This design comes from an exercise in tuning for small area and a short achievable clock period on the open sky130 flow, not from production work.
Function was checked by simulation only, so behaviour that the tests miss may differ from the original.

==> inputs of run G <==
## stack_bank
module stack_bank #(
   parameter int WIDTH  = 32,
   parameter int DEPTH  = 16,
   parameter int STACKS = 4,
   localparam int SEL_W = (STACKS > 1) ? $clog2(STACKS) : 1,
   localparam int CNT_W = $clog2(DEPTH + 1)
) (
   input  logic             clock,
   input  logic             reset,
   input  logic             req,
   input  logic [1:0]       op,
   input  logic [SEL_W-1:0] sel,
   input  logic [WIDTH-1:0] din,
   input  logic             flush,
   output logic [WIDTH-1:0] dout,
   output logic             dout_valid,
   output logic             overflow,
   output logic             underflow,
   output logic [CNT_W-1:0] count,
   output logic             full,
   output logic             empty
);
   localparam int ADDR_W = $clog2(DEPTH);
   localparam logic [1:0] OP_PEEK    = 2'b00;
   localparam logic [1:0] OP_PUSH    = 2'b01;
   localparam logic [1:0] OP_POP     = 2'b10;
   localparam logic [1:0] OP_REPLACE = 2'b11;
   logic [STACKS-1:0] sel_hot;
   logic              do_op, push_req, pop_req, repl_req, rd_req;
   always_comb begin
      for (int s = 0; s < STACKS; s++) sel_hot[s] = (sel == SEL_W'(s));
      do_op    = req && !flush;
      push_req = do_op && (op == OP_PUSH);
      pop_req  = do_op && (op == OP_POP);
      repl_req = do_op && (op == OP_REPLACE);
      rd_req   = do_op && (op != OP_PUSH);
   end
   logic [CNT_W-1:0]  sp    [STACKS];
   logic [STACKS-1:0] emp_q;             
   logic [STACKS-1:0] s_full, s_empty;
  ...
Settings: LEC_CHECK=0, CAP_MARGIN=20, CORE_MARGIN=2, CORE_UTILIZATION=50, CTS_BUF_LIST=sky130_fd_sc_hd__clkbuf_16, CTS_CLUSTER_DIAMETER=80, CTS_CLUSTER_SIZE=25, SETUP_SLACK_MARGIN=2.0, SLEW_MARGIN=20, TNS_END_PERCENT=5; clock period 4.5 ns.
standard.sh (not shown) runs the stock make flow with config.mk's settings and CLKGATE_MAP_FILE= SYNTH_SCRIPT=/design/flow/synth_recipe.tcl, a recipe that flattens the netlist after the stock synthesis.
==> flow/flow/run.sh <==
#!/bin/bash
# Own layout flow: the standard synthesis (for the register names and
# cell types), then a hand-mapped netlist of the same logic (flow/gen.py,
# control logic mapped by flow/map.tcl), then the standard layout steps
# from floorplan to finish on that netlist.
set -euo pipefail
cd "$(dirname "$0")/.."
W=$PWD
R=$W/orfs/results/$FLOW_PLATFORM/stack_bank/base
O=$W/orfs/objects/$FLOW_PLATFORM/stack_bank/base
LIB=$FLOW_HOME/platforms/$FLOW_PLATFORM/lib/sky130_fd_sc_hd__tt_025C_1v80.lib
YOSYS=$(command -v yosys || echo "$FLOW_HOME/../tools/install/yosys/bin/yosys")

bash standard.sh synth > "$W/std_synth.log" 2>&1
cp "$R/1_2_yosys.v" "$W/std_1_2_yosys.v"
python3 flow/gen.py "$W/std_1_2_yosys.v" "$W/hand.v" > "$W/gen.log" 2>&1
# every lpflow and probe cell: a superset of the platform's don't-use list
DONT_USE=$(grep -oE 'cell *\( *"?sky130_fd_sc_hd__(lpflow_[a-z0-9_]+|probec?_p_[0-9]+)' "$LIB" | sed -E 's/.*\( *"?//' | sort -u | tr '\n' ' ')
export DONT_USE
MAP_SRC=$W/hand.v MAP_OUT=$W/mapped.v LIB=$LIB \
  ABC_SCRIPT=$FLOW_HOME/scripts/abc_speed.script ABC_CONSTR=$O/abc.constr \
  "$YOSYS" -c flow/map.tcl > "$W/map.log" 2>&1
cp "$W/mapped.v" "$R/1_2_yosys.v"
rm -f "$R/1_synth.odb" "$R/1_synth.sdc"
bash standard.sh finish "BUFFER_PORTS_ARGS=-buffer_cell sky130_fd_sc_hd__buf_4" > "$W/std_finish.log" 2>&1
Other scripts of this flow, unchanged in this note and not shown: flow/flow/gen.py, flow/flow/map.tcl
==> run H: changes against run G <==
Settings changed: TNS_END_PERCENT 5 to not set.
==> run F: changes against run G <==
Settings changed: CORE_UTILIZATION 50 to 55, TNS_END_PERCENT 5 to 30.
==> impl_metrics.py <==
metrics = {
    "global_routing": {
        "antenna_found_initial": 14,
    },
    "power_and_ir_drop": {
        "p_int_mw": 27.6,
        "clkPwrFrac_pct": 29.0,
        "p_leak_nw": 27.5,
    },
    "critical_path": {
        "r2r_cells": 8,
        "crit_end": "count[0]",
        "crit_chain": "a22oi_2 -> nand2_2 -> buf_6",
        "worst-setup-path-type": "flip-flop to output pin",
    },
    "cells_and_area": {
        "num-nonclk-buffers": 376,
        "drive_gt1_share_pct": 22.2,
    },
    "timing": {
        "final.hold.worst_slack_ns": 0.211,
    },
    "outcome": {
        "status": "finished clean",
    },
    "drt": {
        "drt-total-wl_um": 232000,
    },
}
(the above is from run H)
==> impl_metrics.py <==
metrics = {
    "critical_path": {
        "crit_end": "dout[23]",
        "r2r_cells": 9,
        "crit_chain": "buf_12 -> buf_4 -> nand2b_4 -> nor2_4 -> bufbuf_16 -> a222oi_1 -> nand3_1 -> a22oi_1 -> nand4_1",
        "worst-setup-path-type": "flip-flop to flip-flop",
    },
    "cells_and_area": {
        "num-nonclk-buffers": 278,
    },
    "outcome": {
        "status": "finished clean",
    },
    "timing": {
        "final.hold.worst_slack_ns": 0.221,
    },
    "power_and_ir_drop": {
        "p_int_mw": 27.3,
    },
}
(the above is from run G)
==> impl_metrics.py <==
metrics = {
    "drt": {
        "drt-total-wl_um": 237000,
    },
    "critical_path": {
        "crit_end": "dout[5]",
        "crit_chain": "buf_6 -> nand2b_4 -> nor2_4 -> buf_12 -> buf_6 -> a222oi_1 -> nand3_1 -> a22oi_2 -> nand4_1",
        "worst-setup-path-type": "flip-flop to flip-flop",
        "r2r_cells": 9,
    },
    "power_and_ir_drop": {
        "p_leak_nw": 27.3,
        "p_int_mw": 27.4,
    },
    "outcome": {
        "status": "finished clean",
    },
    "cells_and_area": {
        "drive_gt1_share_pct": 21.4,
        "num-nonclk-buffers": 373,
    },
    "global_routing": {
        "antenna_found_initial": 14,
    },
}
(the above is from run F)

==> port drivers added, routing unchanged <==
How much do the figures lean on ideal ports? The routed layouts below were timed once more, with nothing changed but the port constraints.
Step 1: set_driving_cell puts a clkbuf_16 on clock and a buf_2 on each other input, an assumption about the parent block.
Step 2, shift: input delay + t, output delay - t, t = (earliest + latest rising clock arrival at the registers) / 2. This alone moves slack from input paths to output paths.
Slacks: ideal / step 1 / step 2; pairs: ideal / step 1.
run | t (ns) | slack for setup (ns) | pins driven straight from the clock port
run G | 0.839 | 1.669 / 1.638 / 1.015 | 1
run H | 0.837 | 1.722 / 1.597 / 1.073 | 1
run F | 0.818 | 1.609 / 1.556 / 0.984 | 1
After both steps setup and hold are still met in every run listed. For run G, which loses most, drivers alone change the setup slack by -0.031 ns; drivers and shift together by -0.654 ns.
